Source: an optimization exercise on an open RTL-to-GDS flow (aim: small area, a short achievable clock period and few clock cycles per item). Production flows keep margins and buffers that such runs may drop.
Only simulation tests tie the RTL to the original design; equivalence was not proved.
Power figures rest on the tool's default switching activity, not on a simulated workload.

`design/flow/run.sh`:
```
#!/bin/bash
# synth_recipe.tcl (not shown) runs the flow's synth.tcl, then flattens the netlist and writes it again
# the make line also repeats each setting of config.mk as NAME=value (left out here)
make -C /OpenROAD-flow-scripts/flow DESIGN_CONFIG=/design/flow/config.mk WORK_HOME=/design/flow/orfs CLKGATE_MAP_FILE= SYNTH_SCRIPT=/design/flow/synth_recipe.tcl finish
```
`design/flow/design.v`:
```
`default_nettype none
package isq_pkg;
  localparam int ReqW = 3;
  localparam int PosW = 6;
  localparam int ValW = 32;
  typedef enum logic [ReqW-1:0] {
    REQ_PUSH_HEAD = 3'd0,
    REQ_PUSH_TAIL = 3'd1,
    REQ_POP_HEAD  = 3'd2,
    REQ_POP_TAIL  = 3'd3,
    REQ_INSERT    = 3'd4,
    REQ_REMOVE    = 3'd5,
    REQ_FIND      = 3'd6
  } req_type_e;
  typedef enum logic [1:0] {
    ST_OK     = 2'd0,
    ST_EMPTY  = 2'd1,
    ST_FULL   = 2'd2,
    ST_BADPOS = 2'd3
  } status_e;
endpackage
`default_nettype wire
`default_nettype none
module isq_mem #(
  parameter int DEPTH = 16,
  parameter int WIDTH = 32
) (
  input  wire logic                   clk_i,
  input  wire logic [DEPTH-1:0]       sel_new_i,
  input  wire logic [DEPTH-1:0]       sel_left_i,
  input  wire logic [DEPTH-1:0]       sel_right_i,
  input  wire logic [WIDTH-1:0]       wdata_i,
  output logic      [DEPTH*WIDTH-1:0] data_o
);
  logic [DEPTH*WIDTH-1:0] mem_q;
  logic [DEPTH*WIDTH-1:0] left, right;
  assign left  = {mem_q[(DEPTH-1)*WIDTH-1:0], wdata_i};
  assign right = {mem_q[DEPTH*WIDTH-1 -: WIDTH], mem_q[DEPTH*WIDTH-1:WIDTH]};
  always_ff @(posedge clk_i) begin
    for (int i = 0; i < DEPTH; i++) begin
      if (sel_new_i[i] || sel_left_i[i] || sel_right_i[i]) begin
        mem_q[i*WIDTH +: WIDTH] <= ({WIDTH{sel_new_i[i]}}   & wdata_i)
                                 | ({WIDTH{sel_left_i[i]}}  & left[i*WIDTH +: WIDTH])
                                 | ({WIDTH{sel_right_i[i]}} & right[i*WIDTH +: WIDTH]);
      end
    end
  end
  assign data_o = mem_q;
endmodule
`default_nettype wire
`default_nettype none
import isq_pkg::*;
module isq_ctrl #(
  parameter int LIST_DEPTH = 16
) (
  input  wire logic [ReqW-1:0]       req_type_i,
  input  wire logic [PosW-1:0]       position_i,
  output logic                       ins_o,
  output logic                       pop_o,
  output logic                       rmv_o,
  output logic                       find_o,
  output logic      [LIST_DEPTH-1:0] mask_o
);
  always_comb begin
    ins_o  = 1'b0;
    pop_o  = 1'b0;
    rmv_o  = 1'b0;
    find_o = 1'b0;
    mask_o = '1;
    unique case (req_type_i)
      REQ_PUSH_HEAD: begin
        ins_o  = 1'b1;
        mask_o = LIST_DEPTH'(1);
      end
      REQ_PUSH_TAIL: begin
        ins_o = 1'b1;
      end
      REQ_INSERT: begin
        ins_o = 1'b1;
        for (int i = 0; i < LIST_DEPTH; i++) mask_o[i] = (PosW'(i) <= position_i);
      end
      REQ_POP_HEAD: begin
        pop_o  = 1'b1;
        mask_o = '0;
      end
      REQ_POP_TAIL: begin
        pop_o = 1'b1;
      end
      REQ_REMOVE: begin
        rmv_o = 1'b1;
        for (int i = 0; i < LIST_DEPTH; i++) mask_o[i] = (PosW'(i) < position_i);
      end
      REQ_FIND: begin
        find_o = 1'b1;
      end
      default: begin
      end
    endcase
  end
endmodule
`default_nettype wire
`default_nettype none
import isq_pkg::*;
module indexed_sequence_store_core (
  input  wire logic            clk_i,
  input  wire logic            rst_ni,
  input  wire logic            req_valid_i,
  output logic                 req_ready_o,
  input  wire logic [2:0]      req_type_i,
  input  wire logic [31:0]     req_value_i,
  input  wire logic [5:0]      req_position_i,
  output logic                 rsp_valid_o,
  input  wire logic            rsp_ready_i,
  output logic [1:0]           rsp_status_o,
  output logic [4:0]           rsp_found_position_o,
  output logic [31:0]          rsp_front_value_o,
  output logic [31:0]          rsp_back_value_o,
  output logic [4:0]           rsp_length_o,
  output logic                 rsp_is_empty_o
);
  localparam int LIST_DEPTH = 16;
  localparam int VALUE_BITS = 32;
  localparam int CntW  = $clog2(LIST_DEPTH + 1);
  logic                  skid_v_q;
  logic [ReqW-1:0]       skid_type_q;
  logic [VALUE_BITS-1:0] skid_value_q;
  logic [PosW-1:0]       skid_pos_q;
  logic                  req_v_q;
  logic                  ins_q, pop_q, rmv_q, find_q;
  logic [LIST_DEPTH-1:0] mask_q;
  logic [VALUE_BITS-1:0] value_q;
  logic [ReqW-1:0]       src_type;
  logic [VALUE_BITS-1:0] src_value;
  logic [PosW-1:0]       src_pos;
  logic                  dec_ins, dec_pop, dec_rmv, dec_find;
  logic [LIST_DEPTH-1:0] dec_mask;
  logic [LIST_DEPTH-1:0] len_q;
  logic [LIST_DEPTH*VALUE_BITS-1:0] ent;
  logic [LIST_DEPTH-1:0] sel_new, sel_left, sel_right;
  logic                  rsp_valid_q;
  isq_pkg::status_e      status_q, status_d;
  logic [CntW-1:0]       found_q, found_d;
  logic                  apply;
  logic                  req_free;
  logic                  in_take;
  assign req_ready_o = !skid_v_q;
  assign in_take     = req_valid_i && !skid_v_q;
  assign apply       = req_v_q && (!rsp_valid_q || rsp_ready_i);
  assign req_free    = !req_v_q || apply;
  assign src_type  = skid_v_q ? skid_type_q  : req_type_i;
  assign src_value = skid_v_q ? skid_value_q : req_value_i;
  assign src_pos   = skid_v_q ? skid_pos_q   : req_position_i;
  isq_ctrl #(
    .LIST_DEPTH (LIST_DEPTH)
  ) u_dec (
    .req_type_i (src_type),
    .position_i (src_pos),
    .ins_o      (dec_ins),
    .pop_o      (dec_pop),
    .rmv_o      (dec_rmv),
    .find_o     (dec_find),
    .mask_o     (dec_mask)
  );
  always_ff @(posedge clk_i or negedge rst_ni) begin
    if (!rst_ni) begin
      skid_v_q <= 1'b0;
      req_v_q  <= 1'b0;
    end else begin
      skid_v_q <= skid_v_q ? !req_free : (in_take && !req_free);
      if (req_free) begin
        req_v_q <= skid_v_q || req_valid_i;
      end
    end
  end
  always_ff @(posedge clk_i) begin
    if (!skid_v_q) begin
      skid_type_q  <= req_type_i;
      skid_value_q <= req_value_i;
      skid_pos_q   <= req_position_i;
    end
    if (req_free) begin
      ins_q   <= dec_ins;
      pop_q   <= dec_pop;
      rmv_q   <= dec_rmv;
      find_q  <= dec_find;
      mask_q  <= dec_mask;
      value_q <= src_value;
    end
  end
  logic                  full, rem_ok, rmv_in, ins_ok;
  logic [LIST_DEPTH:0]   at;      
  logic [LIST_DEPTH:0]   hitv;    
  assign full   = len_q[LIST_DEPTH-1];
  assign ins_ok = ins_q && !full;
  assign rmv_in = |(len_q & ~mask_q);
  assign rem_ok = pop_q ? len_q[0] : (rmv_q && rmv_in);
  always_comb begin
    for (int i = 0; i < LIST_DEPTH; i++) begin
      at[i] = mask_q[i] && ((i == 0) || len_q[(i == 0) ? 0 : i-1]);
    end
    at[LIST_DEPTH] = 1'b0;
    for (int i = 0; i < LIST_DEPTH; i++) begin
      sel_new[i]   = apply && ins_q && !full && at[i] && !at[i+1];
      sel_left[i]  = apply && ins_q && !full && !at[i];
      sel_right[i] = apply && (pop_q || rmv_q) && !mask_q[i] && (i != LIST_DEPTH-1);
    end
  end
  isq_mem #(
    .DEPTH (LIST_DEPTH),
    .WIDTH (VALUE_BITS)
  ) u_mem (
    .clk_i       (clk_i),
    .sel_new_i   (sel_new),
    .sel_left_i  (sel_left),
    .sel_right_i (sel_right),
    .wdata_i     (value_q),
    .data_o      (ent)
  );
  always_comb begin
    for (int i = 0; i < LIST_DEPTH; i++) begin
      hitv[i] = (ent[i*VALUE_BITS +: VALUE_BITS] == value_q) || !len_q[i];
    end
    hitv[LIST_DEPTH] = 1'b1;
    found_d = CntW'(LIST_DEPTH);
    for (int i = LIST_DEPTH-1; i >= 0; i--) begin
      if (hitv[i]) found_d = CntW'(i);
    end
    if (!find_q) found_d = '0;
  end
  always_comb begin
    status_d = ST_OK;
    if (ins_q && full) status_d = ST_FULL;
    else if (pop_q && !len_q[0]) status_d = ST_EMPTY;
    else if (rmv_q && !rmv_in) status_d = ST_BADPOS;
  end
  always_ff @(posedge clk_i or negedge rst_ni) begin
    if (!rst_ni) begin
      len_q       <= '0;
      rsp_valid_q <= 1'b0;
    end else begin
      if (apply) begin
        rsp_valid_q <= 1'b1;
      end else if (rsp_ready_i) begin
        rsp_valid_q <= 1'b0;
      end
      if (apply && ins_ok) begin
        len_q <= {len_q[LIST_DEPTH-2:0], 1'b1};
      end else if (apply && rem_ok) begin
        len_q <= {1'b0, len_q[LIST_DEPTH-1:1]};
      end
    end
  end
  always_ff @(posedge clk_i) begin
    if (apply) begin
      status_q <= status_d;
      found_q  <= found_d;
    end
  end
  logic [VALUE_BITS-1:0] back;
  logic [CntW-1:0]       length;
  always_comb begin
    back   = '0;
    length = '0;
    for (int i = 0; i < LIST_DEPTH; i++) begin
      if (len_q[i] && ((i == LIST_DEPTH-1) || !len_q[(i == LIST_DEPTH-1) ? i : i+1])) begin
        back   = back | ent[i*VALUE_BITS +: VALUE_BITS];
        length = length | CntW'(i + 1);
      end
    end
  end
  assign rsp_valid_o          = rsp_valid_q;
  assign rsp_status_o         = status_q;
  assign rsp_found_position_o = found_q;
  assign rsp_front_value_o    = ent[VALUE_BITS-1:0] & {VALUE_BITS{len_q[0]}};
  assign rsp_back_value_o     = back;
  assign rsp_length_o         = length;
  assign rsp_is_empty_o       = !len_q[0];
endmodule
`default_nettype wire
```
`design/flow/constraint.sdc`:
```
create_clock -name core_clock -period 6.0 [get_ports {clk_i}]
set_input_delay 1.2000 -clock core_clock [delete_from_list [all_inputs] [get_ports {clk_i}]]
set_output_delay 1.2000 -clock core_clock [all_outputs]
set_load 0.01 [all_outputs]
```
`design/flow/config.mk`:
```
export PLATFORM = sky130hd
export DESIGN_NAME = indexed_sequence_store_core
export DESIGN_NICKNAME = indexed_sequence_store_core
export VERILOG_FILES = /design/flow/design.v
export SDC_FILE = /design/flow/constraint.sdc
export NUM_CORES = 4
export LEC_CHECK = 0
export CAP_MARGIN = 20
export CORE_MARGIN = 2
export CORE_UTILIZATION = 40
export SLEW_MARGIN = 20
```
==> results of run 1 <==
-- layout make-up --
cell class	count	area share, %
Multi-Input combinational cell	1904	37.06
Sequential cell	631	43.56
Antenna cell	1	0.005909
Clock buffer	103	4.902
Timing Repair Buffer	276	5.785
Inverter	463	4.104
Clock inverter	36	0.8805
Tap cell	1254	3.705
-- cell usage in the layout (no fill, tap or decap), types with 13 or more instances in the layout --
| cell type | n |
|---|---|
| and2_1 | 34 |
| nor2b_4 | 13 |
| nand2_1 | 87 |
| clkinv_2 | 13 |
| clkdlybuf4s50_1 | 122 |
| inv_1 | 460 |
| nor2_1 | 22 |
| a221oi_1 | 42 |
| mux2_2 | 34 |
| clkbuf_16 | 78 |
| nor4_1 | 120 |
| nand4_1 | 67 |
| a21oi_1 | 18 |
| or3_1 | 14 |
| dfxtp_1 | 41 |
| buf_4 | 147 |
| o21ai_0 | 33 |
| a22oi_1 | 153 |
| a222oi_1 | 448 |
| xor2_1 | 440 |
| a22o_1 | 115 |
| edfxtp_1 | 571 |
| clkbuf_1 | 22 |
| mux2i_1 | 19 |
| nor2_2 | 16 |
| dfrtp_1 | 17 |
| and3_1 | 32 |
| xnor2_1 | 72 |
-- path summary, 6_finish.rpt --
| check | slack [ns] | from | end |
|---|---|---|---|
| min reg2reg | 0.47 | skid_value_q[9] | skid_value_q[9] |
| max in group asynchronous | 5.07 | rst_ni | len_q[15] |
| min | 0.47 | skid_value_q[9] | skid_value_q[9] |
| max reg2reg | 1.87 | value_q[30] | found_q[1] |
| max | 1.17 | len_q[15] | rsp_back_value_o[18] |
| min in group asynchronous | 0.53 | rst_ni | req_v_q |
-- state kept, by name, indices dropped and copies added (netlist names), 2 cells and up --
name	flops
mask_q	16
status_q	2
found_q	5
u_mem.mem_q	512
value_q	32
len_q	16
skid_pos_q	6
skid_type_q	3
skid_value_q	32
-- metal layers --
layer | share of wire [%] | GRT usage, % | vias to the layer above
li1 | - | - | 13110
met1 | 36 | 46.13 | 15910
met2 | 40 | 46.08 | 2984
met3 | 17 | 11.39 | 411
met4 | 6.5 | 18.74 | 10
met5 | 0.040 | 0 | -
-- worst max-delay path, cell delays in order, from the launching register on --
cell	delay, ns
dfrtp_2	0.60
nor2b_2	0.77
buf_12	0.25
a22o_1	0.16
a221oi_1	0.05
and3_1	0.29
nand4_1	0.25
clkdlybuf4s50_1	0.60
-- report_power, final --
part	internal, mW	leakage (nW)	switching (mW)
clock network	2.66	1.19	1.97
registers	5.97	6.19	1.82
logic	2.51	10.2	4.15
total	11.1	17.5	7.94
-- kinds of logic (layout without fill, tap and decap cells) --
group / Yosys count / after routing / share of synthesized area [%]
AND/OR/NAND/NOR: 463 / 463 / 6.983
other: 0 / 1 / 0
buffers and inverters: 836 / 878 / 9.395
AO/OA/AOI/OAI: 875 / 875 / 20.77
flip-flops: 631 / 631 / 49.30
multiplexers: 54 / 54 / 1.569
XOR/XNOR: 512 / 512 / 11.99
==> flow_summary_export.csv, run 1 <==
group,metric,value,unit
finish,multi_input_area,15700,um2
synth,synth_area,37410,um2
synth,yosysTopAreaCellShare,45.83,%
place,dp_slack,1.830,ns
clocking,cts_tree,"done",
timing,setup_slack,1.165,ns
flow_run,drv_cap,0,
place,hpwlAfterDp,128.7,mm
timing,fin_skew,0.02406,ns
synth,ys_ff_latch,631,
synth,synth_flop_cell,"edfxtp_1",
setup_path,required,4.80,ns
synth,synth_edf_count,571,
clocking,cts.path.max_buffers,3,
finish,finalCoreUtilization,45.51,%
routing,dr_total_vias,32420,
timing,rsz0062_at_grt,"no",
place,gp_congestion,1.087,
finish,seq_area,18450,um2
synth,synth_commonest_cells,"571 x edfxtp_1, 461 x inv_1, 448 x a222oi_1, 440 x xor2_1, 232 x clkbuf_1",
min_path,whs_path_depth,1,
synth,synth.largest_area_cell,"edfxtp_1",
floorplan,start_util,40.20,%
synth,yosysUniqueCellTypes,65,
synth,yosysSeqAreaShare,49.30,%
clocking,htreeDepth,3,
timing,fmax,206.8,MHz
setup_path,crit_arrival,3.63,ns
timing,fin_crit_sh,80.58,%
routing,wl_per_cell,35.58,um
routing,firstDrtPassIters,15,
clocking,cts_buffers,77,
finish,layout.nets,3398,
timing,worst_pin_slew,1.235,ns
pwr,ir_drop,258.6,uV
floorplan,fp.dieW,309.8,um
floorplan,dieHeight,309.8,um
grt,overflow,0,
grt,grt.total_usage,33.62,%
synth,synth_nets,3416,
clocking,ctsHoldBuffers,0,
timing,final_hold_viol_count,0,
timing,fin_setup_tns,0,ns
clocking,cts_sinks,631,
routing,drc,0,
setup_path,worstSetupPathType,"reg -> out",
floorplan,die_area,95990,um2
grt,grt_pass1_wl,228.6,mm
pwr,finalPower,19.09,mW
place,dp_cells,4528,
pwr,power.leakage,17.53,nW
clocking,cts.clk_slew.worst_paths,0.06,ns
setup_path,cp_max_fo,28,
synth,synth_area_leaders,"edfxtp_1 46%, a222oi_1 12%, xor2_1 10%",
floorplan,core_area,93050,um2
routing,vias_per_cell,6.945,
clocking,cts_resized,0,
timing,slew_headroom,16.92,%
routing,detail-route-antenna-nets,0,
timing,finalSetupViolations,0,
setup_path,reg2reg_depth,8,
synth,synthCells,3371,
place,place_area,39900,um2
timing,min_period,4.835,ns
finish,drive_gt1_share,10.46,%
clocking,clock_latency,0.65,ns
synth,ys.warnings.count,3,
routing,drtIter0Drc,9460,
pwr,p_per_area,450.7,nW/um2
finish,stdcell_count,4668,
finish,finalInstanceArea,42350,um2
synth,synthArstFlopShare,3.011,%
synth,yosys.cell_count.top_type,"edfxtp_1",
floorplan,rows,112,
grt,grt_max_degree,55,
status,outcome,"complete, no violations",
routing,wl,166.1,mm
clocking,cts_setup_buffers,0,
floorplan,io_pins,124,
min_path,hold_class,"reg -> reg",
finish,area_growth,13.20,%
synth,syn-mean-instance-area,11.10,um2
timing,worst_hold_slack,0.4727,ns
timing,drv_slew,0,
grt,antenna_found_initial,9,
setup_path,startpoint_type,"register",
setup_path,cp-end-kind,"primary output",
clocking,root_buffer,"clkbuf_16",
place,io_buffers,123,
grt,grt_pass1_vias,29620,
finish,filler_cell_count,8699,
Testbench counts, summed over its fixed seeds: cycles 6,416, items 6,400.
==> inputs of run 2 (changes only) <==
--- a/design/flow/design.v
+++ b/design/flow/design.v
@@ -34,15 +34,16 @@
 );
   logic [DEPTH*WIDTH-1:0] mem_q;
   logic [DEPTH*WIDTH-1:0] left, right;
+  logic [DEPTH-1:0]       sel_hold;
+  assign sel_hold = ~(sel_new_i | sel_left_i | sel_right_i);
   assign left  = {mem_q[(DEPTH-1)*WIDTH-1:0], wdata_i};
   assign right = {mem_q[DEPTH*WIDTH-1 -: WIDTH], mem_q[DEPTH*WIDTH-1:WIDTH]};
   always_ff @(posedge clk_i) begin
     for (int i = 0; i < DEPTH; i++) begin
-      if (sel_new_i[i] || sel_left_i[i] || sel_right_i[i]) begin
-        mem_q[i*WIDTH +: WIDTH] <= ({WIDTH{sel_new_i[i]}}   & wdata_i)
-                                 | ({WIDTH{sel_left_i[i]}}  & left[i*WIDTH +: WIDTH])
-                                 | ({WIDTH{sel_right_i[i]}} & right[i*WIDTH +: WIDTH]);
-      end
+      mem_q[i*WIDTH +: WIDTH] <= ({WIDTH{sel_hold[i]}}    & mem_q[i*WIDTH +: WIDTH])
+                               | ({WIDTH{sel_new_i[i]}}   & wdata_i)
+                               | ({WIDTH{sel_left_i[i]}}  & left[i*WIDTH +: WIDTH])
+                               | ({WIDTH{sel_right_i[i]}} & right[i*WIDTH +: WIDTH]);
     end
   end
   assign data_o = mem_q;
==> flow_summary_export.csv, run 2 <==
group,metric,value,unit
status,outcome,"complete, no violations",
clocking,cts_tree,"done",
synth,synth_area_leaders,"dfxtp_1 32%, a222oi_1 13%, nand2_1 12%",
min_path,hold_class,"reg -> reg",
routing,firstDrtPassIters,14,
grt,grt_pass1_vias,31610,
synth,synth_nets,4033,
timing,fin_setup_tns,0,ns
synth,ys.warnings.count,3,
finish,stdcell_count,5116,
place,gp_congestion,1.049,
finish,filler_cell_count,8460,
routing,wl,170.0,mm
setup_path,required,4.80,ns
floorplan,core_area,86480,um2
floorplan,fp.dieW,298.8,um
grt,grt_pass1_wl,240.1,mm
timing,final_hold_viol_count,0,
setup_path,worstSetupPathType,"reg -> out",
synth,synth_edf_count,59,
finish,finalCoreUtilization,45.45,%
timing,drv_slew,0,
grt,grt_max_degree,81,
synth,syn-mean-instance-area,8.716,um2
finish,finalInstanceArea,39300,um2
floorplan,io_pins,124,
place,dp_cells,4980,
flow_run,drv_cap,0,
grt,busiest_layer,"met2",
timing,worst_pin_slew,1.171,ns
setup_path,reg2reg_depth,8,
synth,synth_area,34760,um2
pwr,p_per_area,514.3,nW/um2
floorplan,die_area,89270,um2
routing,dr_total_vias,34920,
place,dp_slack,1.415,ns
clocking,cts_resized,0,
routing,drc,0,
synth,synth_flop_cell,"dfxtp_1",
setup_path,crit_arrival,3.94,ns
clocking,ctsHoldBuffers,0,
finish,final_common_cell,"nand2_1",
clocking,root_buffer,"clkbuf_16",
finish,multi_input_area,19700,um2
timing,min_period,5.136,ns
timing,rsz0062_at_grt,"no",
finish,largest_reg_flops,512,
synth,synthCells,3988,
pwr,ir_drop,299.3,uV
clocking,htreeDepth,3,
grt,grt.total_usage,36.66,%
synth,yosysUniqueCellTypes,70,
clocking,cts.clk_slew.worst_paths,0.06,ns
finish,layout.nets,3948,
routing,vias_per_cell,6.826,
clocking,cts_setup_buffers,0,
pwr,finalPower,20.22,mW
place,place_area,36810,um2
synth,yosysTopAreaCellShare,31.85,%
setup_path,cp_max_fo,19,
place,hpwlAfterDp,128.0,mm
setup_path,startpoint_type,"register",
synth,ys_ff_latch,631,
finish,most-common-layout-cells,"1069 x nand2_1, 553 x dfxtp_1, 448 x a222oi_1",
clocking,cts_buffers,76,
routing,wl_per_cell,33.22,um
clocking,cts.path.max_buffers,3,
grt,overflow,0,
timing,fin_crit_sh,85.60,%
grt,grt_util_met2,53.46,%
finish,area_growth,13.07,%
timing,slew_headroom,21.23,%
synth,yosysSeqAreaShare,38.31,%
finish,regMostFlops,"u_mem.mem_q",
finish,drive_gt1_share,9.199,%
setup_path,path_cells,"nor2b_4 > buf_4 > a22o_1 > a221oi_1 > and3_1 > nand4_1 > clkdlybuf4s50_1",
clocking,clock_latency,0.64,ns
synth,synth.largest_area_cell,"dfxtp_1",
grt,grt_use_met3,9.931,%
timing,fmax,194.7,MHz
grt,grt_use_met1,48.32,%
timing,fin_skew,0.02537,ns
finish,seq_area,13320,um2
setup_path,slowest_stage,"nor2b_4",
setup_path,slowest_delay,0.75,ns
synth,yosys.cell_count.top_type,"nand2_1",
finish,largestRegisters,"u_mem.mem_q x512, skid_value_q x32, value_q x32",
timing,setup_slack,0.8639,ns
routing,drtIter0Drc,8105,
floorplan,dieHeight,298.8,um
floorplan,start_util,40.19,%
timing,finalSetupViolations,0,
routing,detail-route-antenna-nets,0,
synth,synth_commonest_cells,"1070 x nand2_1, 553 x dfxtp_1, 448 x a222oi_1, 424 x xor2_1, 255 x clkbuf_1",
setup_path,cp-end-kind,"primary output",
min_path,whs_path_depth,1,
pwr,power.leakage,16.39,nW
floorplan,rows,108,
synth,synthArstFlopShare,3.011,%
timing,worst_hold_slack,0.4699,ns
grt,antenna_found_initial,5,
clocking,cts_sinks,631,
place,io_buffers,123,
[run 2: changes by cell type in the layout (fill, tap and decap cells not counted), sizes merged, moves of 10 or more]
cell | previous run | this run
dfxtp | 41 | 553
nor3 | 10 | 25
a22o | 115 | 48
buf | 154 | 140
xor2 | 440 | 424
o21ai | 42 | 73
edfxtp | 571 | 59
or3 | 14 | 2
inv | 466 | 12
and3 | 32 | 22
a22oi | 153 | 194
nand2 | 87 | 1070
xnor2 | 72 | 88
mux2i | 20 | 51
[run 2: worst paths after layout]
check                            startpoint              endpoint  slack, ns
max                               len_q[12]  rsp_back_value_o[25]       0.86
min                        skid_value_q[12]      skid_value_q[12]       0.47
max reg2reg                     value_q[24]            found_q[1]       2.02
min reg2reg                skid_value_q[12]      skid_value_q[12]       0.47
max in group asynchronous            rst_ni             len_q[15]       4.19
min in group asynchronous            rst_ni              skid_v_q       1.12
[run 2: per-layer routing]
metal / share of wire, % / vias up
met4: 7.4 / 0
met5: 0 / -
met2: 42 / 2698
met3: 13 / 452
met1: 38 / 17020
li1: - / 14760
[run 2: report_power, final]
part,total [mW],switching (mW),internal [mW]
Combinational,7.46,4.81,2.65
Clock,4.71,1.96,2.75
Sequential,8.04,2.60,5.44
[run 2: kinds of logic after synthesis]
group / synth area share, %
xor+xnor: 12.90
buf+inv: 6.037
flops: 38.31
simple gates: 18.25
mux: 2.646
compound gates: 21.85
[run 2: area by class of cell]
type | count | share of cell area, %
Inverter | 12 | 0.1146
Antenna cell | 4 | 0.02547
Sequential cell | 631 | 33.89
Clock buffer | 101 | 5.520
Clock inverter | 31 | 0.8054
Multi-Input combinational cell | 2919 | 50.13
Timing Repair Buffer | 263 | 5.838
Tap cell | 1155 | 3.677
[run 2: critical path: cells and delay by family (launching register included)]
kind                   cells  cell delay [ns]
and+or+nand+nor            3             1.23
AOI/OAI and AO/OA          2             0.25
buffers and inverters      2             1.11
DFF                        1             0.70
Testbench counts of run 2, summed over its fixed seeds: cycles 6,416, items 6,400.
==> inputs of run 3 (changes only) <==
--- a/design/flow/design.v
+++ b/design/flow/design.v
@@ -26,6 +26,7 @@
   parameter int WIDTH = 32
 ) (
   input  wire logic                   clk_i,
+  input  wire logic [DEPTH-1:0]       sel_hold_i,
   input  wire logic [DEPTH-1:0]       sel_new_i,
   input  wire logic [DEPTH-1:0]       sel_left_i,
   input  wire logic [DEPTH-1:0]       sel_right_i,
@@ -34,13 +35,11 @@
 );
   logic [DEPTH*WIDTH-1:0] mem_q;
   logic [DEPTH*WIDTH-1:0] left, right;
-  logic [DEPTH-1:0]       sel_hold;
-  assign sel_hold = ~(sel_new_i | sel_left_i | sel_right_i);
   assign left  = {mem_q[(DEPTH-1)*WIDTH-1:0], wdata_i};
   assign right = {mem_q[DEPTH*WIDTH-1 -: WIDTH], mem_q[DEPTH*WIDTH-1:WIDTH]};
   always_ff @(posedge clk_i) begin
     for (int i = 0; i < DEPTH; i++) begin
-      mem_q[i*WIDTH +: WIDTH] <= ({WIDTH{sel_hold[i]}}    & mem_q[i*WIDTH +: WIDTH])
+      mem_q[i*WIDTH +: WIDTH] <= ({WIDTH{sel_hold_i[i]}}    & mem_q[i*WIDTH +: WIDTH])
                                | ({WIDTH{sel_new_i[i]}}   & wdata_i)
                                | ({WIDTH{sel_left_i[i]}}  & left[i*WIDTH +: WIDTH])
                                | ({WIDTH{sel_right_i[i]}} & right[i*WIDTH +: WIDTH]);
@@ -136,18 +135,22 @@
   logic                  dec_ins, dec_pop, dec_rmv, dec_find;
   logic [LIST_DEPTH-1:0] dec_mask;
   logic [LIST_DEPTH-1:0] len_q;
+  logic [CntW-1:0]       len_bin_q;
+  logic [VALUE_BITS-1:0] back_q;
   logic [LIST_DEPTH*VALUE_BITS-1:0] ent;
-  logic [LIST_DEPTH-1:0] sel_new, sel_left, sel_right;
+  logic [LIST_DEPTH-1:0] sel_hold, sel_new, sel_left, sel_right;
   logic                  rsp_valid_q;
   isq_pkg::status_e      status_q, status_d;
   logic [CntW-1:0]       found_q, found_d;
+  logic                  go;
   logic                  apply;
   logic                  req_free;
   logic                  in_take;
   assign req_ready_o = !skid_v_q;
   assign in_take     = req_valid_i && !skid_v_q;
-  assign apply       = req_v_q && (!rsp_valid_q || rsp_ready_i);
-  assign req_free    = !req_v_q || apply;
+  assign go          = rsp_ready_i || !rsp_valid_q;
+  assign apply       = req_v_q && go;
+  assign req_free    = !req_v_q || go;
   assign src_type  = skid_v_q ? skid_type_q  : req_type_i;
   assign src_value = skid_v_q ? skid_value_q : req_value_i;
   assign src_pos   = skid_v_q ? skid_pos_q   : req_position_i;
@@ -189,28 +192,59 @@
     end
   end
   logic                  full, rem_ok, rmv_in, ins_ok;
+  logic                  at_end, rm_last, clear0;
   logic [LIST_DEPTH:0]   at;      
   logic [LIST_DEPTH:0]   hitv;    
+  logic [LIST_DEPTH-1:0] oh_len;  
+  logic [LIST_DEPTH-1:0] oh_m2;   
+  logic [VALUE_BITS-1:0] rd_m2;   
+  logic [LIST_DEPTH-1:0] p_hold, p_new, p_left, p_right;
+  logic [LIST_DEPTH-1:0] len_nx;
+  logic [CntW-1:0]       len_bin_nx;
+  logic [VALUE_BITS-1:0] back_nx;
   assign full   = len_q[LIST_DEPTH-1];
   assign ins_ok = ins_q && !full;
   assign rmv_in = |(len_q & ~mask_q);
   assign rem_ok = pop_q ? len_q[0] : (rmv_q && rmv_in);
+  assign clear0 = (!len_q[0] && !ins_q) ||
+                  (len_q[0] && !len_q[1] && (pop_q || (rmv_q && !mask_q[0])));
   always_comb begin
     for (int i = 0; i < LIST_DEPTH; i++) begin
+      oh_len[i] = ((i == 0) || len_q[(i == 0) ? 0 : i-1]) && !len_q[i];
+      oh_m2[i]  = (i + 1 < LIST_DEPTH) && len_q[(i + 1 < LIST_DEPTH) ? i+1 : 0] &&
+                  !((i + 2 < LIST_DEPTH) && len_q[(i + 2 < LIST_DEPTH) ? i+2 : 0]);
+    end
+    at_end  = |(oh_len & mask_q);
+    rm_last = (len_q[0] && !len_q[1]) || |(oh_m2 & mask_q);
+    rd_m2   = '0;
+    for (int i = 0; i < LIST_DEPTH; i++) begin
+      rd_m2 = rd_m2 | ({VALUE_BITS{oh_m2[i]}} & ent[i*VALUE_BITS +: VALUE_BITS]);
+    end
+    for (int i = 0; i < LIST_DEPTH; i++) begin
       at[i] = mask_q[i] && ((i == 0) || len_q[(i == 0) ? 0 : i-1]);
     end
     at[LIST_DEPTH] = 1'b0;
     for (int i = 0; i < LIST_DEPTH; i++) begin
-      sel_new[i]   = apply && ins_q && !full && at[i] && !at[i+1];
-      sel_left[i]  = apply && ins_q && !full && !at[i];
-      sel_right[i] = apply && (pop_q || rmv_q) && !mask_q[i] && (i != LIST_DEPTH-1);
-    end
+      p_new[i]   = req_v_q && ins_q && !full && at[i] && !at[i+1];
+      p_left[i]  = req_v_q && ins_q && !full && !at[i];
+      p_right[i] = req_v_q && (pop_q || rmv_q) && !mask_q[i] && (i != LIST_DEPTH-1);
+      p_hold[i]  = !(p_new[i] || p_left[i] || p_right[i]);
+    end
+    if (req_v_q && clear0) begin
+      p_right[0] = 1'b0;
+      p_hold[0]  = 1'b0;
+    end
+    sel_new   = p_new   & {LIST_DEPTH{go}};
+    sel_left  = p_left  & {LIST_DEPTH{go}};
+    sel_right = p_right & {LIST_DEPTH{go}};
+    sel_hold  = p_hold  | {LIST_DEPTH{!go}};
   end
   isq_mem #(
     .DEPTH (LIST_DEPTH),
     .WIDTH (VALUE_BITS)
   ) u_mem (
     .clk_i       (clk_i),
+    .sel_hold_i  (sel_hold),
     .sel_new_i   (sel_new),
     .sel_left_i  (sel_left),
     .sel_right_i (sel_right),
@@ -234,47 +268,53 @@
     else if (pop_q && !len_q[0]) status_d = ST_EMPTY;
     else if (rmv_q && !rmv_in) status_d = ST_BADPOS;
   end
+  always_comb begin
+    len_nx     = len_q;
+    len_bin_nx = len_bin_q;
+    back_nx    = back_q;
+    if (req_v_q && ins_ok) begin
+      len_nx     = {len_q[LIST_DEPTH-2:0], 1'b1};
+      len_bin_nx = len_bin_q + CntW'(1);
+    end else if (req_v_q && rem_ok) begin
+      len_nx     = {1'b0, len_q[LIST_DEPTH-1:1]};
+      len_bin_nx = len_bin_q - CntW'(1);
+    end
+    if (req_v_q) begin
+      if (ins_ok && at_end) begin
+        back_nx = value_q;
+      end else if (rem_ok && rm_last) begin
+        back_nx = rd_m2;
+      end else if (!len_q[0]) begin
+        back_nx = '0;
+      end
+    end
+  end
   always_ff @(posedge clk_i or negedge rst_ni) begin
     if (!rst_ni) begin
       len_q       <= '0;
+      len_bin_q   <= '0;
       rsp_valid_q <= 1'b0;
-    end else begin
-      if (apply) begin
-        rsp_valid_q <= 1'b1;
-      end else if (rsp_ready_i) begin
-        rsp_valid_q <= 1'b0;
-      end
-      if (apply && ins_ok) begin
-        len_q <= {len_q[LIST_DEPTH-2:0], 1'b1};
-      end else if (apply && rem_ok) begin
-        len_q <= {1'b0, len_q[LIST_DEPTH-1:1]};
-      end
+    end else if (go) begin
+      rsp_valid_q <= req_v_q;
+      len_q       <= len_nx;
+      len_bin_q   <= len_bin_nx;
     end
   end
   always_ff @(posedge clk_i) begin
+    if (go) begin
+      back_q <= back_nx;
+    end
     if (apply) begin
       status_q <= status_d;
       found_q  <= found_d;
     end
   end
-  logic [VALUE_BITS-1:0] back;
-  logic [CntW-1:0]       length;
-  always_comb begin
-    back   = '0;
-    length = '0;
-    for (int i = 0; i < LIST_DEPTH; i++) begin
-      if (len_q[i] && ((i == LIST_DEPTH-1) || !len_q[(i == LIST_DEPTH-1) ? i : i+1])) begin
-        back   = back | ent[i*VALUE_BITS +: VALUE_BITS];
-        length = length | CntW'(i + 1);
-      end
-    end
-  end
   assign rsp_valid_o          = rsp_valid_q;
   assign rsp_status_o         = status_q;
   assign rsp_found_position_o = found_q;
-  assign rsp_front_value_o    = ent[VALUE_BITS-1:0] & {VALUE_BITS{len_q[0]}};
-  assign rsp_back_value_o     = back;
-  assign rsp_length_o         = length;
+  assign rsp_front_value_o    = ent[VALUE_BITS-1:0];
+  assign rsp_back_value_o     = back_q;
+  assign rsp_length_o         = len_bin_q;
   assign rsp_is_empty_o       = !len_q[0];
 endmodule
 `default_nettype wire
--- a/design/flow/config.mk
+++ b/design/flow/config.mk
@@ -8,4 +8,5 @@
 export CAP_MARGIN = 20
 export CORE_MARGIN = 2
 export CORE_UTILIZATION = 40
+export SETUP_SLACK_MARGIN = 3.5
 export SLEW_MARGIN = 20
==> flow_summary_export.csv, run 3 <==
group,metric,value,unit
status,outcome,"complete, no violations",
place,gp_congestion,1.061,
timing,drv_slew,0,
grt,grt_pass1_wl,272.4,mm
synth,synth_area_leaders,"dfxtp_1 31%, a222oi_1 14%, nand2_1 11%",
pwr,power.leakage,18.86,nW
floorplan,start_util,40.27,%
routing,wl_per_cell,35.54,um
synth,synthArstFlopShare,3.593,%
finish,filler_cell_count,8230,
timing,final_hold_viol_count,0,
routing,wl,195.9,mm
synth,synth.largest_area_cell,"dfxtp_1",
clocking,cts_buffers,78,
routing,drc,0,
synth,syn-mean-instance-area,8.740,um2
synth,synth_edf_count,91,
timing,min_period,2.972,ns
grt,grt_pass1_vias,35170,
timing,rsz0062_at_grt,"yes",
setup_path,cp-end-kind,"register",
clocking,htreeDepth,3,
finish,finalCoreUtilization,50.48,%
synth,synthCells,4141,
routing,drtIter0Drc,9776,
routing,vias_per_cell,7.077,
timing,worst_pin_slew,0.9260,ns
floorplan,die_area,92910,um2
setup_path,worstSetupPathType,"reg -> reg",
setup_path,startpoint_type,"register",
setup_path,path_cells,"buf_6 > buf_12 > xor2_2 > nor4_4 > nand4_1 > o21ai_4 > inv_2 > a21oi_2 > o32ai_2",
finish,final_common_cell,"nand2_1",
finish,area_growth,25.34,%
routing,firstDrtPassIters,14,
clocking,cts_tree,"done",
min_path,hold-path-endpoint,"skid_value_q[11]",
synth,ys.warnings.count,3,
synth,yosysUniqueCellTypes,67,
grt,overflow,0,
setup_path,cp_num_cells,9,
routing,detail-route-antenna-nets,0,
grt,antenna_found_initial,9,
setup_path,required,6.40,ns
place,hpwlAfterDp,127.2,mm
setup_path,slowest_delay,0.60,ns
routing,dr_total_vias,39010,
timing,fin_crit_sh,49.54,%
grt,grt.total_usage,40.36,%
timing,fin_skew,0.04987,ns
finish,regMostFlops,"u_mem.mem_q",
synth,yosys.cell_count.top_type,"nand2_1",
synth,ys_ff_latch,668,
min_path,whs_path_depth,1,
floorplan,dieHeight,304.8,um
timing,slew_headroom,38.26,%
clocking,cts.path.max_buffers,3,
clocking,root_buffer,"clkbuf_16",
clocking,cts_sinks,668,
synth,synth_commonest_cells,"1082 x nand2_1, 553 x dfxtp_1, 512 x a222oi_1, 411 x xor2_1, 287 x clkbuf_1",
flow_run,drv_cap,0,
finish,largest_reg_flops,512,
pwr,p_per_area,372.5,nW/um2
place,io_buffers,123,
setup_path,crit_family,"simple AND/OR/NAND/NOR gates",
setup_path,reg2reg_depth,9,
floorplan,core_area,89870,um2
pwr,ir_drop,224.8,uV
clocking,clock_latency,0.69,ns
finish,layout.nets,4317,
setup_path,cp_max_fo,5,
setup_path,rrSetupSlack,3.03,ns
synth,synth_area,36190,um2
setup_path,crit_buf_inv,3,
grt,grt_max_degree,65,
timing,fin_setup_tns,0,ns
synth,synth_nets,4190,
min_path,min_from,"skid_value_q[11]",
setup_path,slowest_stage,"nor4_4",
min_path,hold_class,"reg -> reg",
floorplan,io_pins,124,
setup_path,regToRegStartpoint,"value_q[1]",
timing,finalSetupViolations,0,
synth,yosysSeqAreaShare,39.80,%
clocking,cts.clk_slew.worst_paths,0.06,ns
finish,drive_gt1_share,19.83,%
setup_path,reg2reg_to,"found_q[0]",
floorplan,fp.dieW,304.8,um
synth,synth_flop_cell,"dfxtp_1",
setup_path,crit_arrival,3.37,ns
floorplan,rows,110,
finish,most-common-layout-cells,"1075 x nand2_1, 521 x dfxtp_1, 512 x a222oi_1",
timing,fmax,336.5,MHz
synth,yosysTopAreaCellShare,30.59,%
==> run 3: metal layers <==
| metal | wire length [um] | global-route usage [%] | vias up | share of wire (%) |
|---|---|---|---|---|
| met4 | 18280 | 27.43 | 6 | 9.3 |
| li1 | - | - | 15730 | - |
| met5 | 33 | 0 | - | 0.017 |
| met2 | 78210 | 57.31 | 3653 | 40 |
| met1 | 68830 | 50.01 | 18700 | 35 |
| met3 | 30550 | 16.08 | 917 | 16 |
==> run 3: worst max path at each step <==
| stage | start | slack, ns | endpoint |
|---|---|---|---|
| 2_1_floorplan | rsp_ready_i | 2.78 | find_q |
| 3_3_place_gp | rsp_ready_i | 1.58 | u_mem.mem_q[106] |
| 3_5_place_dp | rsp_ready_i | 1.56 | u_mem.mem_q[99] |
| 4_1_cts | value_q[13] | 3.23 | found_q[1] |
| 5_1_grt | value_q[22] | 3.11 | found_q[1] |
| 6_report | value_q[1] | 3.03 | found_q[0] |
==> run 3: layout make-up <==
class	instances	area (um2)	area share (%)
diodes	5	12.51	0.02758
inverters	50	200.2	0.4413
repair buffers	498	5338	11.77
clock inverters	35	337.8	0.7447
multi-input cells	2972	21240	46.82
clock buffers	108	2210	4.871
well taps	1176	1471	3.244
flip-flops and latches	668	14560	32.08
==> run 3: worst reg2reg max path: stages (launching register included) <==
cell,delay [ns]
edfxtp_1,0.37
buf_6,0.17
buf_12,0.16
xor2_2,0.19
nor4_4,0.60
nand4_1,0.51
o21ai_4,0.42
inv_2,0.06
a21oi_2,0.15
o32ai_2,0.09
==> run 3: power breakdown <==
group / leakage, nW / switching [mW] / internal [mW]
logic: 11.9 / 3.50 / 1.91
clock network: 1.25 / 2.09 / 2.83
registers: 5.70 / 1.28 / 5.29
==> run 3: stage by stage <==
stage | hold slack, ns | std cells | instance area (um2) | power, mW | worst slack, ns
after floorplan | 0.4461 | 4141 | 36420 | 8.427 | 2.783
after global placement | 0.4547 | 5119 | 38190 | 10.56 | 1.583
after detailed placement | 0.4569 | 5119 | 38190 | 10.58 | 1.561
after CTS | 0.4722 | 5450 | 43900 | 16.09 | 3.229
after global routing | 0.4869 | 5508 | 45350 | 17.17 | 3.108
final | 0.4692 | 5512 | 45360 | 16.90 | 3.028
==> run 3: logic make-up after synthesis <==
group | count (synthesis) | synth area share (%)
compound gates | 898 | 21.47
xor+xnor | 517 | 12.51
fa+ha+maj | 4 | 0.1590
buf+inv | 504 | 6.454
flops | 668 | 39.80
mux | 86 | 2.499
simple gates | 1464 | 17.11
==> run 3: repair_timing <==
item	CTS	global route
pin swaps	36	56
gates cloned	17	8
setup buffers	171	45
hold buffers	0	0
endpoints found under the setup margin	694	404
resized for setup	585	195
Testbench counts of run 3, summed over its fixed seeds: cycles 6,416, items 6,400.
==> inputs of run 4 (changes only) <==
--- a/design/flow/design.v
+++ b/design/flow/design.v
@@ -100,6 +100,26 @@
 endmodule
 `default_nettype wire
 `default_nettype none
+module isq_gate #(
+  parameter int DEPTH = 16
+) (
+  input  wire logic             go_i,
+  input  wire logic [DEPTH-1:0] p_hold_i,
+  input  wire logic [DEPTH-1:0] p_new_i,
+  input  wire logic [DEPTH-1:0] p_left_i,
+  input  wire logic [DEPTH-1:0] p_right_i,
+  output logic      [DEPTH-1:0] sel_hold_o,
+  output logic      [DEPTH-1:0] sel_new_o,
+  output logic      [DEPTH-1:0] sel_left_o,
+  output logic      [DEPTH-1:0] sel_right_o
+);
+  assign sel_hold_o  = p_hold_i  | {DEPTH{!go_i}};
+  assign sel_new_o   = p_new_i   & {DEPTH{go_i}};
+  assign sel_left_o  = p_left_i  & {DEPTH{go_i}};
+  assign sel_right_o = p_right_i & {DEPTH{go_i}};
+endmodule
+`default_nettype wire
+`default_nettype none
 import isq_pkg::*;
 module indexed_sequence_store_core (
   input  wire logic            clk_i,
@@ -234,11 +254,20 @@
       p_right[0] = 1'b0;
       p_hold[0]  = 1'b0;
     end
-    sel_new   = p_new   & {LIST_DEPTH{go}};
-    sel_left  = p_left  & {LIST_DEPTH{go}};
-    sel_right = p_right & {LIST_DEPTH{go}};
-    sel_hold  = p_hold  | {LIST_DEPTH{!go}};
   end
+  isq_gate #(
+    .DEPTH (LIST_DEPTH)
+  ) u_gate (
+    .go_i        (go),
+    .p_hold_i    (p_hold),
+    .p_new_i     (p_new),
+    .p_left_i    (p_left),
+    .p_right_i   (p_right),
+    .sel_hold_o  (sel_hold),
+    .sel_new_o   (sel_new),
+    .sel_left_o  (sel_left),
+    .sel_right_o (sel_right)
+  );
   isq_mem #(
     .DEPTH (LIST_DEPTH),
     .WIDTH (VALUE_BITS)
--- a/design/flow/config.mk
+++ b/design/flow/config.mk
@@ -10,3 +10,6 @@
 export CORE_UTILIZATION = 40
 export SETUP_SLACK_MARGIN = 3.5
 export SLEW_MARGIN = 20
+export SYNTH_HIERARCHICAL = 1
+export SYNTH_MINIMUM_KEEP_SIZE = 0
+export TNS_END_PERCENT = 0
==> flow_summary_export.csv, run 4 <==
group,metric,value,unit
status,outcome,"complete, no violations",
timing,final_hold_viol_count,0,
synth,synth_commonest_cells,"1159 x a22oi_1, 593 x nand2_1, 553 x dfxtp_1, 386 x xor2_1, 242 x buf_2",
pwr,finalPower,17.93,mW
setup_path,crit_arrival,3.41,ns
finish,final_common_cell,"a22oi_1",
timing,rsz0062_at_grt,"yes",
floorplan,start_util,40.49,%
routing,routed.top_layer,"met5",
place,io_buffers,123,
routing,wl_met3,28.89,mm
routing,drc,0,
timing,fin_setup_tns,0,ns
synth,synth_flop_cell,"dfxtp_1",
finish,layout.nets,4184,
floorplan,io_pins,124,
finish,area_growth,16.24,%
synth,synth_nets,4154,
routing,wl_met2,77.27,mm
place,dp_cells,5192,
setup_path,cp-end-kind,"register",
clocking,htreeDepth,3,
routing,dr_total_vias,37690,
clocking,cts_tree,"done",
clocking,root_buffer,"clkbuf_16",
floorplan,dieHeight,309.1,um
min_path,whs_path_depth,1,
clocking,ctsHoldBuffers,0,
timing,fin_skew,0.02921,ns
finish,stdcell_count,5451,
routing,drtIter0Drc,7063,
floorplan,core_area,91940,um2
min_path,hold_class,"reg -> reg",
setup_path,startpoint_type,"register",
floorplan,die_area,95530,um2
routing,vias_per_cell,6.914,
finish,most-common-layout-cells,"1158 x a22oi_1, 593 x nand2_1, 521 x dfxtp_1",
setup_path,regToRegStartpoint,"len_q[4]",
min_path,hold-path-endpoint,"skid_value_q[28]",
routing,firstDrtPassIters,8,
routing,wl_per_cell,36.40,um
place,place_area,38730,um2
finish,drive_gt1_share,13.84,%
grt,grt.total_usage,40.31,%
timing,min_period,3.013,ns
clocking,cts_buffers,81,
place,gp_congestion,1.057,
timing,drv_slew,0,
finish,finalInstanceArea,43280,um2
flow_run,drv_cap,0,
synth,synth_area,37230,um2
setup_path,cp_max_fo,20,
floorplan,fp.dieW,309.1,um
timing,fmax,331.9,MHz
routing,drt-met1-wl,76.66,mm
pwr,p_per_area,414.4,nW/um2
synth,syn-mean-instance-area,9.069,um2
place,hpwlAfterDp,133.4,mm
setup_path,worstSetupPathType,"reg -> reg",
grt,grt_pass1_wl,274.6,mm
grt,overflow,0,
pwr,power.leakage,17.64,nW
clocking,cts.clk_slew.worst_paths,0.06,ns
synth,ys.warnings.count,9,
synth,ys_ff_latch,668,
routing,wl,198.4,mm
routing,detail-route-antenna-nets,0,
grt,grt_max_degree,66,
setup_path,reg2reg_depth,7,
synth,yosysUniqueCellTypes,70,
clocking,cts_sinks,668,
timing,finalSetupViolations,0,
clocking,clock_latency,0.68,ns
min_path,min_from,"skid_value_q[28]",
synth,synthCells,4105,
setup_path,rrSetupSlack,2.99,ns
clocking,cts.path.max_buffers,3,
synth,synth.largest_area_cell,"dfxtp_1",
synth,yosysSeqAreaShare,38.69,%
timing,slew_headroom,16.24,%
floorplan,rows,111,
grt,grt_pass1_vias,34140,
timing,fin_crit_sh,50.21,%
synth,synth_area_leaders,"dfxtp_1 30%, a22oi_1 23%, xor2_1 9.1%",
synth,synth_edf_count,91,
setup_path,reg2reg_to,"back_q[24]",
synth,synthArstFlopShare,3.593,%
grt,antenna_found_initial,15,
finish,largest_reg_flops,512,
synth,yosys.cell_count.top_type,"a22oi_1",
timing,worst_pin_slew,1.256,ns
synth,yosysTopAreaCellShare,29.74,%
finish,regMostFlops,"u_mem.mem_q",
pwr,ir_drop,241.0,uV
setup_path,required,6.39,ns
run 4: cell count changes after synthesis, moves of 44 or more:
cell and delta:
a222oi_1 -483, a22oi_1 +1024, and2_1 +49, buf_2 +164
clkbuf_1 -203, nand2_1 -489, nor2_1 -44, o21ai_1 +51
run 4: timing repair:
action / CTS / global route
endpoints found under the setup margin: 739 / 696
gates cloned: 2 / 1
setup buffers: 87 / 13
pin swaps: 3 / 20
gates resized for setup: 177 / 89
run 4: worst max path at each step:
stage | end | slack (ns) | start | cells past startpoint
5_1_grt | found_q[3] | 3.08 | value_q[15] | 10
6_report | back_q[24] | 2.99 | len_q[4] | 7
3_3_place_gp | back_q[30] | 2.13 | len_q[14] | 5
2_1_floorplan | find_q | 2.78 | rsp_ready_i | 1
3_5_place_dp | back_q[31] | 2.18 | rsp_ready_i | 6
4_1_cts | req_ready_o | 3.12 | skid_v_q | 3
run 4: cell families after synthesis:
family,count (synthesis),share of synthesized area (%)
DFF,668,38.69
other,1,0.01007
and+or+nand+nor,1003,12.64
AOI/OAI and AO/OA,1427,27.86
xor gates and xnor gates,517,12.16
buffers and inverters,431,6.890
adders and majority gates,4,0.1546
muxes,54,1.593
run 4: report_power, final:
group | leakage (nW) | switching [mW] | internal, mW
registers | 5.70 | 1.86 | 5.46
clock network | 1.37 | 2.18 | 3.11
logic | 10.6 | 3.47 | 1.86
run 4: layout make-up:
class / count / area [um2]
Fill cell: 8900 / 48670
Multi-Input combinational cell: 3007 / 20910
Sequential cell: 668 / 14530
Timing Repair Buffer: 364 / 3386
Clock buffer: 116 / 2364
Tap cell: 1243 / 1555
Clock inverter: 36 / 451.7
Inverter: 12 / 53.80
Antenna cell: 4 / 10.01
Timing Repair inverter: 1 / 7.507
run 4: stage by stage:
| step | hold WS [ns] | setup WS (ns) | util [%] |
|---|---|---|---|
| 3_5_place_dp | 0.4591 | 2.182 | 42.13 |
| 2_1_floorplan | 0.4461 | 2.782 | - |
| 3_3_place_gp | 0.4514 | 2.133 | 42.09 |
| 4_1_cts | 0.4726 | 3.122 | 46.44 |
| 6_report | 0.4700 | 2.987 | 47.07 |
| 5_1_grt | 0.4853 | 3.082 | 47.06 |
run 4: metal layers:
metal | track usage (%) | up-vias
li1 | - | 15490
met1 | 53.89 | 18310
met2 | 54.15 | 3230
met3 | 15.17 | 642
met4 | 25.02 | 18
met5 | 0 | -
run 4: worst max-delay path, stage by stage, from the launching register on:
cell and delay, ns:
dfrtp_2 0.56, nor2b_4 0.20, buf_4 0.17, buf_4 0.26, a222oi_1 1.00, nand3_1 0.19
o21ai_1 0.22, o21ai_2 0.12
Testbench counts of run 4, summed over its fixed seeds: cycles 6,416, items 6,400.
==> inputs of run 5 (changes only) <==
==> design/flow/flow/run.sh (new file) <==
#!/bin/bash
# The standard layout (the standard.sh, standard synthesis included), with
# plain buf_2 cells as the port buffers instead of the flow's default choice.
set -euo pipefail
bash standard.sh "BUFFER_PORTS_ARGS=-buffer_cell sky130_fd_sc_hd__buf_2" finish > standard_flow.log 2>&1
==> design/flow/standard.sh (new file) <==
#!/bin/bash
# synth_recipe.tcl (not shown) runs the flow's synth.tcl, then flattens the netlist and writes it again
# the make line also repeats each setting of config.mk as NAME=value (left out here)
make -C /OpenROAD-flow-scripts/flow DESIGN_CONFIG=/design/flow/config.mk WORK_HOME=/design/flow/orfs CLKGATE_MAP_FILE= SYNTH_SCRIPT=/design/flow/synth_recipe.tcl "${@:-finish}"
removed: design/flow/run.sh
==> flow_summary_export.csv, run 5 <==
group,metric,value,unit
pwr,power.leakage,17.80,nW
setup_path,rrSetupSlack,3.14,ns
timing,finalSetupViolations,0,
place,dp_slack,2.167,ns
clocking,cts.path.max_buffers,3,
synth,yosysUniqueCellTypes,70,
grt,grt_pass1_wl,272.7,mm
floorplan,rows,111,
grt,antenna_found_initial,15,
clocking,cts_buffers,78,
synth,synth_area_leaders,"dfxtp_1 30%, a22oi_1 23%, xor2_1 9.1%",
pwr,p_int,10.13,mW
finish,drive_gt1_share,17.71,%
synth,synthArstFlopShare,3.593,%
setup_path,worstSetupPathType,"reg -> reg",
timing,fin_skew,0.03917,ns
timing,rsz0062_at_grt,"yes",
finish,layout.nets,4210,
grt,overflow,0,
setup_path,cp-end-kind,"register",
floorplan,start_util,40.49,%
timing,setup_slack,3.143,ns
routing,wl_per_cell,35.53,um
setup_path,slowest_delay,0.68,ns
floorplan,dieHeight,309.1,um
setup_path,regToRegStartpoint,"value_q[16]",
synth,synth.largest_area_cell,"dfxtp_1",
pwr,p_sw,7.581,mW
place,dp_cells,5181,
floorplan,core_area,91940,um2
pwr,pwr-share-comb,29.3,%
routing,vias_per_cell,6.975,
pwr,swShare,42.80,%
timing,min_period,2.857,ns
setup_path,startpoint_type,"register",
grt,grt.total_usage,39.85,%
finish,largest_reg_flops,512,
synth,ys_ff_latch,668,
setup_path,path_cells,"buf_6 > xor2_1 > nor4_1 > nand4_1 > o21ai_2 > nor4_1 > a21oi_1",
routing,wl,194.4,mm
synth,synth_nets,4154,
floorplan,io_pins,124,
place,hpwlAfterDp,128.9,mm
pwr,power_frac_seq,42.0,%
setup_path,cp_max_fo,14,
clocking,cts_tree,"done",
grt,grt_pass1_vias,34730,
synth,yosysTopAreaCellShare,29.74,%
clocking,cts_sinks,668,
floorplan,fp.dieW,309.1,um
synth,synthCells,4105,
pwr,clock_power_share,28.7,%
timing,fmax,350.0,MHz
finish,stdcell_count,5471,
synth,yosys.cell_count.top_type,"a22oi_1",
timing,slew_headroom,20.48,%
timing,fin_crit_sh,47.62,%
routing,drc,0,
grt,grt_max_degree,65,
timing,final_hold_viol_count,0,
synth,synth_flop_cell,"dfxtp_1",
place,io_buffers,123,
setup_path,path_common_cell,"nor4_1",
synth,synth_commonest_cells,"1159 x a22oi_1, 593 x nand2_1, 553 x dfxtp_1, 386 x xor2_1, 242 x buf_2",
pwr,ir_drop,222.1,uV
clocking,cts.clk_slew.worst_paths,0.06,ns
synth,yosysSeqAreaShare,38.69,%
setup_path,cp-endpoint,"found_q[2]",
setup_path,startpoint,"value_q[16]",
clocking,root_buffer,"clkbuf_16",
routing,firstDrtPassIters,13,
pwr,p_per_area,408.8,nW/um2
setup_path,slowest_stage,"xor2_1",
flow_run,drv_cap,0,
place,gp_congestion,1.069,
routing,detail-route-antenna-nets,0,
routing,dr_total_vias,38160,
routing,drtIter0Drc,7292,
synth,syn-mean-instance-area,9.069,um2
synth,synth_area,37230,um2
timing,fin_setup_tns,0,ns
setup_path,reg2reg_depth,7,
finish,regMostFlops,"u_mem.mem_q",
clocking,ctsHoldBuffers,0,
status,outcome,"complete, no violations",
synth,ys.warnings.count,9,
synth,synth_edf_count,91,
clocking,htreeDepth,3,
timing,worst_pin_slew,1.193,ns
finish,area_growth,16.37,%
clocking,clock_latency,0.67,ns
min_path,hold_class,"reg -> reg",
finish,finalCoreUtilization,47.12,%
finish,most-common-layout-cells,"1154 x a22oi_1, 592 x nand2_1, 529 x dfxtp_1",
setup_path,required,6.39,ns
setup_path,crit_arrival,3.25,ns
finish,final_common_cell,"a22oi_1",
timing,drv_slew,0,
floorplan,die_area,95530,um2
setup_path,reg2reg_to,"found_q[2]",
==> run 5: cell types whose count changed in the layout (fill, tap and decap cells not counted), sizes merged <==
cell / delta
o31a: +2
dlymetal6s2s: -5
nor2b: +3
clkdlybuf4s50: -92
inv: -1
nand2b: +1
bufinv: -2
bufbuf: +3
clkinv: +2
dlygate4sd2: -26
clkinvlp: -3
clkbuf: -6
a21o: +1
buf: +143
==> run 5: critical path: cells and delay by family, from the launching register on <==
kind	cells	cell delay, ns
buffers and inverters	1	0.27
AOI/OAI and AO/OA	2	0.27
DFF	1	0.56
xor gates and xnor gates	1	0.68
and+or+nand+nor	3	0.81
==> run 5: cell families (layout without fill, tap and decap cells) <==
group                    after synthesis  in the layout  share of synthesized area, %
other                                  1              5                       0.01007
multiplexers                          54             54                         1.593
adder cells (fa/ha/maj)                4              4                        0.1546
AND/OR/NAND/NOR                     1003           1007                         12.64
flip-flops                           668            668                         38.69
buffers and inverters                431            542                         6.890
AO/OA/AOI/OAI                       1427           1431                         27.86
XOR/XNOR                             517            517                         12.16
==> run 5: metal layers <==
layer  up-vias  track usage, %  part of all wire [%]
li1      15540               -                     -
met1     18400           52.31                    37
met2      3415           53.92                    39
met3       801           14.74                    15
met4        10           26.88                   8.9
met5         -         0.05056                 0.035
==> run 5: timing repair <==
item	4_1_cts	5_1_grt
gates cloned	12	1
pin swaps	37	16
endpoints found under the setup margin	664	643
gates resized for setup	237	76
setup buffers	118	12
==> run 5: worst min-delay path by stage <==
stage | slack, ns | end | cells after the start | startpoint
after floorplan | 0.45 | skid_value_q[30] | 1 | skid_value_q[30]
after CTS | 0.47 | skid_value_q[19] | 1 | skid_value_q[19]
after global placement | 0.45 | skid_value_q[30] | 1 | skid_value_q[30]
after detailed placement | 0.46 | skid_value_q[19] | 1 | skid_value_q[19]
final | 0.47 | skid_value_q[19] | 1 | skid_value_q[19]
after global routing | 0.48 | skid_value_q[28] | 1 | skid_value_q[28]
==> run 5: cell type report <==
| cell class | count | area, um2 |
|---|---|---|
| timing repair buffer | 386 | 3151 |
| clock inverter | 32 | 344.1 |
| timing repair inverter | 1 | 7.507 |
| tap | 1243 | 1555 |
| clock buffer | 111 | 2313 |
| inverter | 12 | 56.30 |
| multi-input combinational | 3014 | 21420 |
| sequential | 668 | 14470 |
| antenna | 4 | 10.01 |
| fill | 8963 | 48620 |
==> run 5: power by group through the flow <==
stage	logic (mW)	clock network, mW	registers (mW)
finish	5.19	5.08	7.44
global route	5.33	5.24	7.37
CTS	4.81	5.08	7.19
detailed placement	4.24	0	7.32
global placement	4.21	0	7.34
floorplan	2.70	0	6.33
==> run 5: per-stage QoR <==
step           instance area [um2]  power [mW]  hold slack [ns]
2_1_floorplan                37230       9.025           0.4461
3_3_place_gp                 37980       11.55           0.4520
3_5_place_dp                 38010       11.56           0.4579
4_1_cts                      42780       17.08           0.4717
5_1_grt                      43320       17.95           0.4842
6_report                     43320       17.71           0.4703
==> inputs of run 6 (changes only) <==
--- a/design/flow/config.mk
+++ b/design/flow/config.mk
@@ -8,6 +8,8 @@
 export CAP_MARGIN = 20
 export CORE_MARGIN = 2
 export CORE_UTILIZATION = 40
+export CTS_CLUSTER_DIAMETER = 80
+export CTS_CLUSTER_SIZE = 20
 export SETUP_SLACK_MARGIN = 3.5
 export SLEW_MARGIN = 20
 export SYNTH_HIERARCHICAL = 1
==> flow_summary_export.csv, run 6 <==
group,metric,value,unit
floorplan,die_area,95530,um2
synth,synth_area,37230,um2
timing,final_hold_viol_count,0,
setup_path,reg2reg_depth,9,
clocking,cts.path.max_buffers,3,
pwr,p_sw,7.326,mW
setup_path,path_common_cell,"buf_12",
finish,most-common-layout-cells,"1154 x a22oi_1, 591 x nand2_1, 531 x dfxtp_1",
synth,syn-mean-instance-area,9.069,um2
pwr,power_frac_seq,46.0,%
clocking,cts_sinks,668,
synth,yosysSeqAreaShare,38.69,%
clocking,clock_latency,0.67,ns
timing,slew_headroom,19.67,%
setup_path,cp-end-kind,"register",
finish,largest_reg_flops,512,
setup_path,path_cells,"nor2b_2 > buf_12 > a221oi_1 > and3_1 > a41oi_4 > buf_4 > buf_12 > o21ai_0 > o21ai_1",
routing,drc,0,
synth,synth_commonest_cells,"1159 x a22oi_1, 593 x nand2_1, 553 x dfxtp_1, 386 x xor2_1, 242 x buf_2",
setup_path,slowest_delay,0.46,ns
floorplan,io_pins,124,
synth,synthArstFlopShare,3.593,%
floorplan,core_area,91940,um2
synth,synth_flop_cell,"dfxtp_1",
min_path,whs_path_depth,1,
grt,grt_pass1_vias,34320,
grt,antenna_found_initial,6,
synth,synth_nets,4154,
pwr,clock_power_share,21.5,%
place,gp_congestion,1.069,
floorplan,rows,111,
clocking,cts.clk_slew.worst_paths,0.09,ns
grt,grt_max_degree,65,
floorplan,dieHeight,309.1,um
clocking,cts_tree,"done",
routing,dr_total_vias,37860,
timing,fin_skew,0.03713,ns
setup_path,crit_arrival,3.19,ns
clocking,cts_buffers,45,
grt,overflow,0,
grt,grt.total_usage,39.32,%
timing,setup_slack,3.230,ns
routing,firstDrtPassIters,9,
place,place_area,38010,um2
place,hpwlAfterDp,128.9,mm
pwr,pwr-share-comb,32.5,%
synth,yosys.cell_count.top_type,"a22oi_1",
routing,vias_per_cell,7.005,
routing,drtIter0Drc,7338,
timing,min_period,2.770,ns
place,dp_slack,2.167,ns
floorplan,fp.dieW,309.1,um
routing,wl_per_cell,35.87,um
synth,yosysUniqueCellTypes,70,
timing,fin_crit_sh,46.17,%
setup_path,cp_max_fo,17,
pwr,power.leakage,17.20,nW
pwr,p_per_area,381.2,nW/um2
setup_path,cp_num_cells,9,
timing,finalSetupViolations,0,
pwr,p_int,8.777,mW
synth,ys.warnings.count,9,
synth,synth_edf_count,91,
floorplan,start_util,40.49,%
finish,regMostFlops,"u_mem.mem_q",
finish,drive_gt1_share,17.02,%
finish,final_common_cell,"a22oi_1",
clocking,htreeDepth,2,
synth,ys_ff_latch,668,
timing,rsz0062_at_grt,"yes",
setup_path,worstSetupPathType,"reg -> reg",
setup_path,crit_family,"compound AO/OA/AOI/OAI gates",
timing,worst_hold_slack,0.4747,ns
synth,yosysTopAreaCellShare,29.74,%
setup_path,required,6.42,ns
place,io_buffers,123,
synth,synthCells,4105,
routing,wl,193.9,mm
timing,worst_pin_slew,1.205,ns
finish,layout.nets,4177,
pwr,ir_drop,244.4,uV
pwr,swShare,45.49,%
timing,fin_setup_tns,0,ns
min_path,hold_class,"reg -> reg",
timing,fmax,361.0,MHz
grt,grt_pass1_wl,270.1,mm
clocking,root_buffer,"clkbuf_16",
timing,drv_slew,0,
synth,synth_area_leaders,"dfxtp_1 30%, a22oi_1 23%, xor2_1 9.1%",
setup_path,slowest_stage,"nor2b_2",
setup_path,startpoint_type,"register",
setup_path,crit_buf_inv,3,
routing,detail-route-antenna-nets,0,
flow_run,drv_cap,0,
status,outcome,"complete, no violations",
synth,synth.largest_area_cell,"dfxtp_1",
finish,area_growth,13.46,%
finish,finalInstanceArea,42240,um2
clocking,ctsHoldBuffers,0,
run 6: cell counts after synthesis:
Identical to the previous run, type by type.
run 6: worst register-to-register path, stage by stage (launching register included):
cell and delay [ns]:
dfrtp_2 0.45, nor2b_2 0.46, buf_12 0.28, a221oi_1 0.10, and3_1 0.19, a41oi_4 0.28, buf_4 0.17, buf_12 0.18
o21ai_0 0.13, o21ai_1 0.29
run 6: metal layers:
metal	global-route usage (%)	routed length, um
met3	13.63	28570
met4	25.28	16510
met5	0	38
met2	54.07	76240
met1	51.94	72550
run 6: area by class of cell:
| cell class | count | area (um2) |
|---|---|---|
| antenna | 2 | 5.005 |
| clock buffer | 62 | 1220 |
| clock inverter | 17 | 229.0 |
| fill | 9000 | 49700 |
| inverter | 12 | 56.30 |
| multi-input combinational | 3014 | 21530 |
| sequential | 668 | 14460 |
| tap | 1243 | 1555 |
| timing repair buffer | 386 | 3174 |
| timing repair inverter | 1 | 7.507 |
run 6: final timing paths:
kind	start	to	slack, ns
setup reg to reg	len_q[14]	back_q[28]	3.23
max in group asynchronous	rst_ni	len_q[15]	4.97
setup / recovery	len_q[14]	back_q[28]	3.23
hold / removal	skid_value_q[23]	skid_value_q[23]	0.47
min in group asynchronous	rst_ni	len_bin_q[0]	0.56
hold reg to reg	skid_value_q[23]	skid_value_q[23]	0.47
run 6: metrics by stage:
step / instances / util [%] / power (mW)
6_report: 5405 / 45.94 / 16.10
5_1_grt: 5403 / 45.94 / 16.32
4_1_cts: 5380 / 45.05 / 15.43
3_5_place_dp: 5181 / 41.34 / 11.56
3_3_place_gp: 5180 / 41.31 / 11.55
2_1_floorplan: 4105 / - / 9.025
run 6: power groups by stage:
stage	clock network [mW]	logic [mW]	registers, mW
CTS	3.44	4.81	7.18
floorplan	0	2.70	6.33
global route	3.60	5.36	7.35
global placement	0	4.21	7.34
detailed placement	0	4.24	7.32
finish	3.46	5.24	7.41
run 6: cell families (layout without fill, tap and decap cells):
logic type      after synthesis  in the layout  share of synthesized area [%]
flops                       668            668                          38.69
compound gates             1427           1431                          27.86
simple gates               1003           1007                          12.64
other cells                   1              3                        0.01007
mux                          54             54                          1.593
fa+ha+maj                     4              4                         0.1546
buf+inv                     431            478                          6.890
xor+xnor                    517            517                          12.16
run 6: what timing repair did:
action / CTS / global route
setup endpoints to repair: 665 / 646
setup buffers: 109 / 20
hold endpoints to repair: 0 / 0
gates resized for setup: 217 / 114
cloned: 11 / 3
pin swaps: 39 / 32

## re-timing with driven ports
No port has a modelled driver above. Below, the same layouts with a new extraction and two added sets of constraints. Step 1 (the two cells are an assumption about what drives the block):
set clk [get_ports {clk_i}]
set_driving_cell -lib_cell sky130_fd_sc_hd__clkbuf_16 $clk
set_driving_cell -lib_cell sky130_fd_sc_hd__buf_2 [delete_from_list [all_inputs] $clk]
Step 2 adds t to the input delays and takes it off the output delays; t is the mean of the earliest and latest rising clock arrival at the registers after step 1. Input paths then give back, and output paths get back, about the clock's delay inside the block. Slacks: ideal ports / drivers / drivers and shift; pairs: ideal ports / drivers.
run	t (ns)	slack for setup (ns)	slew at the worst register clock pin (ns)	worst slew at a driven data input, ns
run 1	0.702	1.165 / 1.098 / 1.800	0.07 / 0.07	0.05
run 2	0.695	0.864 / 0.796 / 1.328	0.06 / 0.06	0.06
run 3	0.740	3.028 / 3.028 / 2.751	0.07 / 0.07	0.07
run 4	0.740	2.987 / 2.987 / 2.509	0.07 / 0.07	0.06
run 5	0.722	3.143 / 3.143 / 2.712	0.07 / 0.07	0.04
run 6	0.716	3.230 / 3.226 / 2.683	0.10 / 0.10	0.04
After both steps setup and hold are still met in every run listed. The setup slack of run 6, which loses most, moves by -0.004 ns with the drivers and by -0.547 ns with both steps.
